From an optimization exercise on the open Yosys and OpenROAD flow, aimed at small area, a short achievable clock period and few clock cycles per item; shortcuts taken in it are not production practice.
At most, simulation tests tie the RTL to the original design; equivalence was not proved.

==> job 2564 <==
==> flow/design.v (excerpt) <==
module fir_mac_sequencer #(
    parameter int TAPS   = 32,
    parameter int COEF_W = 20
) (
    input  logic                     clk,
    input  logic                     rst,
    input  logic signed [15:0]       data,
    input  logic                     data_valid,
    output logic                     data_ready,
    output logic [$clog2(TAPS)-1:0]  coef_addr,
    input  logic signed [COEF_W-1:0] coef_data,
    output logic [15:0]              fir_d,
    output logic                     fir_valid,
    output logic                     busy
);
    localparam int AW    = $clog2(TAPS);
    localparam int ACC_W = 16 + COEF_W;
    localparam logic [AW:0] LAST_TAP  = (AW+1)'(TAPS - 1);
    localparam logic [AW:0] WARM_FULL = (AW+1)'(TAPS);
    typedef enum logic [1:0] {
        IDLE,
        MAC,
        OUT
    } state_t;
    state_t                   state_q, state_d;
    logic signed [15:0]       sampleBuf_q [TAPS];
    logic [AW-1:0]            wrPtr_q;
    logic [AW-1:0]            base_q;
    logic [AW:0]              warm_q;
    logic [AW:0]              k_q;
    logic signed [ACC_W-1:0]  acc_q;
    logic [15:0]              firD_q;
    logic                     firValid_q;
    logic                     accept;
    logic                     lastTap;
    logic [AW-1:0]            tapIdx;
    logic signed [ACC_W-1:0]  product;
    logic [15:0]              quantized;
    logic                     unusedAccBits;
    assign tapIdx  = base_q - k_q[AW-1:0];
    assign product = ACC_W'(sampleBuf_q[tapIdx]) * ACC_W'(coef_data);
    assign unusedAccBits = ^{acc_q[ACC_W-3:31], acc_q[15:0]};
    always_ff @(posedge clk or posedge rst) begin
        if (rst) begin
            state_q <= IDLE;
        end else begin
            state_q <= state_d;
        end
    end
    always_comb begin
        state_d = state_q;
        accept  = 1'b0;
  ...
==> module fir_mac_sequencer, before the edit <==
module fir_mac_sequencer #(
    parameter int TAPS   = 32,
    parameter int COEF_W = 20
) (
    input  logic                     clk,
    input  logic                     rst,
    input  logic signed [15:0]       data,
    input  logic                     data_valid,
    output logic                     data_ready,
    output logic [$clog2(TAPS)-1:0]  coef_addr,
    input  logic signed [COEF_W-1:0] coef_data,
    output logic [15:0]              fir_d,
    output logic                     fir_valid,
    output logic                     busy
);
    localparam int AW    = $clog2(TAPS);
    localparam int ACC_W = 16 + COEF_W;
    localparam logic [AW:0] LAST_TAP  = (AW+1)'(TAPS - 1);
    localparam logic [AW:0] WARM_FULL = (AW+1)'(TAPS);
    typedef enum logic [1:0] {
        IDLE,
        MAC,
        OUT
    } state_t;
    state_t                   state_q, state_d;
    logic signed [15:0]       sampleBuf_q [TAPS];
    logic [AW-1:0]            wrPtr_q;
    logic [AW-1:0]            base_q;
    logic [AW:0]              warm_q;
    logic [AW:0]              k_q;
    logic signed [ACC_W-1:0]  acc_q;
    logic [15:0]              firD_q;
    logic                     firValid_q;
    logic                     accept;
    logic                     lastTap;
    logic [AW-1:0]            tapIdx;
    logic signed [ACC_W-1:0]  product;
    logic [15:0]              quantized;
    logic                     unusedAccBits;
    assign tapIdx  = base_q - k_q[AW-1:0];
    assign product = ACC_W'(sampleBuf_q[tapIdx]) * ACC_W'(coef_data);
    assign unusedAccBits = ^{acc_q[ACC_W-3:31], acc_q[15:0]};
    always_ff @(posedge clk or posedge rst) begin
        if (rst) begin
            state_q <= IDLE;
        end else begin
            state_q <= state_d;
        end
    end
    always_comb begin
        state_d = state_q;
        accept  = 1'b0;
        lastTap = 1'b0;
        case (state_q)
            IDLE: begin
                accept = data_valid;
                if (accept && warm_q >= LAST_TAP) begin
                    state_d = MAC;
                end
            end
            MAC: begin
                lastTap = (k_q == LAST_TAP);
                if (lastTap) begin
                    state_d = OUT;
                end
            end
            OUT: begin
                state_d = IDLE;
            end
            default: begin
                state_d = IDLE;
            end
        endcase
    end
    always_ff @(posedge clk or posedge rst) begin
        if (rst) begin
            for (int i = 0; i < TAPS; i++) begin
                sampleBuf_q[i] <= '0;
            end
            wrPtr_q <= '0;
            base_q  <= '0;
            warm_q  <= '0;
        end else if (accept) begin
            sampleBuf_q[wrPtr_q] <= data;
            base_q  <= wrPtr_q;
            wrPtr_q <= wrPtr_q + AW'(1);
            if (warm_q != WARM_FULL) begin
                warm_q <= warm_q + (AW+1)'(1);
            end
        end
    end
    always_ff @(posedge clk or posedge rst) begin
        if (rst) begin
            acc_q <= '0;
            k_q   <= '0;
        end else if (accept) begin
            acc_q <= '0;
            k_q   <= '0;
        end else if (state_q == MAC) begin
            acc_q <= acc_q + product;
            k_q   <= k_q + (AW+1)'(1);
        end
    end
    always_comb begin
        quantized = {acc_q[ACC_W-2], acc_q[30:16]};
        if (acc_q[ACC_W-1]) begin
            quantized = {1'b1, acc_q[30:16]} + 16'd1;
        end
    end
    always_ff @(posedge clk or posedge rst) begin
        if (rst) begin
            firD_q     <= '0;
            firValid_q <= 1'b0;
        end else begin
            firValid_q <= 1'b0;
            if (state_q == OUT) begin
                firD_q     <= quantized;
                firValid_q <= (warm_q == WARM_FULL);
            end
        end
    end
    assign data_ready = (state_q == IDLE);
    assign busy       = (state_q != IDLE);
    assign coef_addr  = k_q[AW-1:0];
    assign fir_d      = firD_q;
    assign fir_valid  = firValid_q;
endmodule
==> flow/config.mk <==
export PLATFORM = sky130hd
export DESIGN_NAME = fir_mac_sequencer
export DESIGN_NICKNAME = fir_mac_sequencer
export VERILOG_FILES = /design/flow/design.v
export SDC_FILE = /design/flow/constraint.sdc
export NUM_CORES = 4
export LEC_CHECK = 0
export CAP_MARGIN = 20
export CORE_MARGIN = 2
export CORE_UTILIZATION = 40
export SLEW_MARGIN = 20
==> flow/constraint.sdc <==
create_clock -name core_clock -period 12.0 [get_ports {clk}]
set_input_delay 2.4000 -clock core_clock [delete_from_list [all_inputs] [get_ports {clk}]]
set_output_delay 2.4000 -clock core_clock [all_outputs]
set_load 0.01 [all_outputs]
run.sh (not shown) runs the stock make flow with config.mk's settings and CLKGATE_MAP_FILE= SYNTH_SCRIPT=/design/flow/synth_recipe.tcl, a recipe that flattens the netlist after the stock synthesis.
==> job 6124: changes against job 2564 <==
==> flow/design.v (replaced) <==
module fir_mac_sequencer #(
    parameter int TAPS   = 32,
    parameter int COEF_W = 20
) (
    input  logic                     clk,
    input  logic                     rst,
    input  logic signed [15:0]       data,
    input  logic                     data_valid,
    output logic                     data_ready,
    output logic [$clog2(TAPS)-1:0]  coef_addr,
    input  logic signed [COEF_W-1:0] coef_data,
    output logic [15:0]              fir_d,
    output logic                     fir_valid,
    output logic                     busy
);
    localparam int NM    = 8;              
    localparam int PH    = TAPS / NM;      
    localparam int ACC_W = 16 + COEF_W;
    logic               rdy_q, run_q;
    logic [1:0]         ph_q;
    logic [4:0]         warm_q;
    logic [5:0]         lc_q;
    logic signed [15:0] w_q  [TAPS];
    logic signed [19:0] cc_q [TAPS];
    logic [ACC_W-1:0]   acc_q;
    logic [15:0]        firD_q;
    logic               firValid_q;
    logic               lastPh, accept, startMac;
    logic [ACC_W-1:0]   prodSum, sumNow;
    logic [15:0]        quantized;
    assign lastPh     = run_q && (ph_q == 2'(PH - 1));
    assign data_ready = rdy_q && (!run_q || lastPh);
    assign busy       = ~data_ready;
    assign accept     = data_valid && data_ready;
    assign startMac   = accept && (warm_q == 5'd31);
    assign coef_addr  = lc_q[4:0];
    always_ff @(posedge clk or posedge rst) begin
        if (rst) begin
            rdy_q      <= 1'b0;
            run_q      <= 1'b0;
            ph_q       <= '0;
            warm_q     <= '0;
            lc_q       <= '0;
            firValid_q <= 1'b0;
        end else begin
            rdy_q      <= 1'b1;
            firValid_q <= lastPh;
            if (!lc_q[5]) lc_q <= lc_q + 6'd1;
            if (accept && warm_q != 5'd31) warm_q <= warm_q + 5'd1;
            if (run_q) ph_q <= ph_q + 2'd1;
            if (startMac) begin
                run_q <= 1'b1;
                ph_q  <= '0;
            end else if (lastPh) begin
                run_q <= 1'b0;
            end
        end
    end
    always_ff @(posedge clk) begin
        for (int i = 0; i < TAPS; i++) begin
            if (run_q && accept) begin
                w_q[i] <= (i == 0) ? data : w_q[(i - 1 + NM) % TAPS];
            end else if (run_q) begin
                w_q[i] <= w_q[(i + NM) % TAPS];
            end else if (accept) begin
                w_q[i] <= (i == 0) ? data : w_q[i - 1];
            end
        end
    end
    always_ff @(posedge clk) begin
        for (int i = 0; i < TAPS; i++) begin
            if (run_q) begin
                cc_q[i] <= cc_q[(i + NM) % TAPS];
            end else if (!lc_q[5]) begin
                cc_q[i] <= (i == TAPS - 1) ? coef_data : cc_q[i + 1];
            end
        end
    end
    always_comb begin
        prodSum = '0;
        for (int j = 0; j < NM; j++) begin
            prodSum = prodSum + ACC_W'(ACC_W'(w_q[j]) * ACC_W'(cc_q[j]));
        end
        sumNow = ((ph_q == 2'd0) ? '0 : acc_q) + prodSum;
    end
    always_comb begin
        quantized = {sumNow[ACC_W-2], sumNow[30:16]};
        if (sumNow[ACC_W-1]) begin
            quantized = {1'b1, sumNow[30:16]} + 16'd1;
        end
    end
    always_ff @(posedge clk) begin
        if (run_q) acc_q <= sumNow;
        if (lastPh) firD_q <= quantized;
    end
    assign fir_d     = firD_q;
    assign fir_valid = firValid_q;
endmodule
Settings changed: CELL_PAD_IN_SITES_DETAIL_PLACEMENT from default to 1, CELL_PAD_IN_SITES_GLOBAL_PLACEMENT from default to 2, CORE_UTILIZATION 40 to 30, PLACE_DENSITY from default to 0.5.
==> job 7883: changes against job 2564 <==
--- a/flow/design.v
+++ b/flow/design.v
@@ -55,5 +55,5 @@
             IDLE: begin
                 accept = data_valid;
-                if (accept && warm_q >= LAST_TAP) begin
+                if (accept) begin
                     state_d = MAC;
                 end
==> results.txt <==
metric                                                                                   job 7883   job 2564    job 6124
Endpoint of the worst register-to-register path                                         acc_q[35]  acc_q[32]  firD_q[12]
Status                                                                   timing/DRC/antenna clean  timing/DRC/antenna clean  timing/DRC/antenna clean
Detailed router's first-iteration violation count                                            2196       2275        6429
Clock Latency Late Sink                                                                   0.64 ns    0.65 ns     0.93 ns
Chip Height                                                                                315 um     316 um      712 um
Post-synthesis instance total                                                                3426       3445       13757
Register bit total from synthesis                                                             589        589        1220
Data arrival time of the critical path                                                   11.12 ns   11.63 ns    12.21 ns
Inverters                                                                                     411        400        3207
Post-synthesis share of cell area spent on full adders, half adders and majority gates      0.221      0.221       0.445
Upper clock frequency limit                                                              94.2 MHz   89.5 MHz    86.4 MHz
Count of sequential standard cells                                                            589        589        1220
Finished Layout Cells                                                                        4789       4783       20679
Global-route wire length before repair                                                  175000 um  178000 um   858000 um
Critical Path RT                                                                         12.51 ns   12.45 ns    12.65 ns
Placer's final routability congestion estimate                                              0.901      0.876       0.863
Testbench counts of job 2564, summed over its fixed seeds: cycles 54,928, items 1,608.
Testbench counts of job 6124, summed over its fixed seeds: cycles 6,696, items 1,608.
For job 7883, only the layout was checked, not whether the RTL still works.

==> re-timing with driven ports <==
Ports are ideal in the flow. The routed layouts listed here were re-timed in OpenROAD.
Step 1: set_driving_cell puts a clkbuf_16 on clk and a buf_2 on each other input, an assumption about the parent block.
Step 2 times the ports against the registers' clock, not the clock port: input delays grow and output delays shrink by t, the midpoint of the rising clock arrivals with the driver on.
Slacks: ideal / step 1 / step 2; pairs: ideal / step 1.
| run | t, ns | setup WS [ns] | worst hold slack (ns) |
|---|---|---|---|
| job 2564 | 0.678 | 0.822 / 0.822 / 0.822 | 0.468 / 0.468 / 0.468 |
| job 6124 | 1.014 | 0.431 / 0.431 / 0.431 | 0.475 / 0.475 / 0.475 |
| job 7883 | 0.691 | 1.388 / 1.388 / 1.388 | 0.474 / 0.474 / 0.474 |
After both steps setup and hold are still met in every run listed.
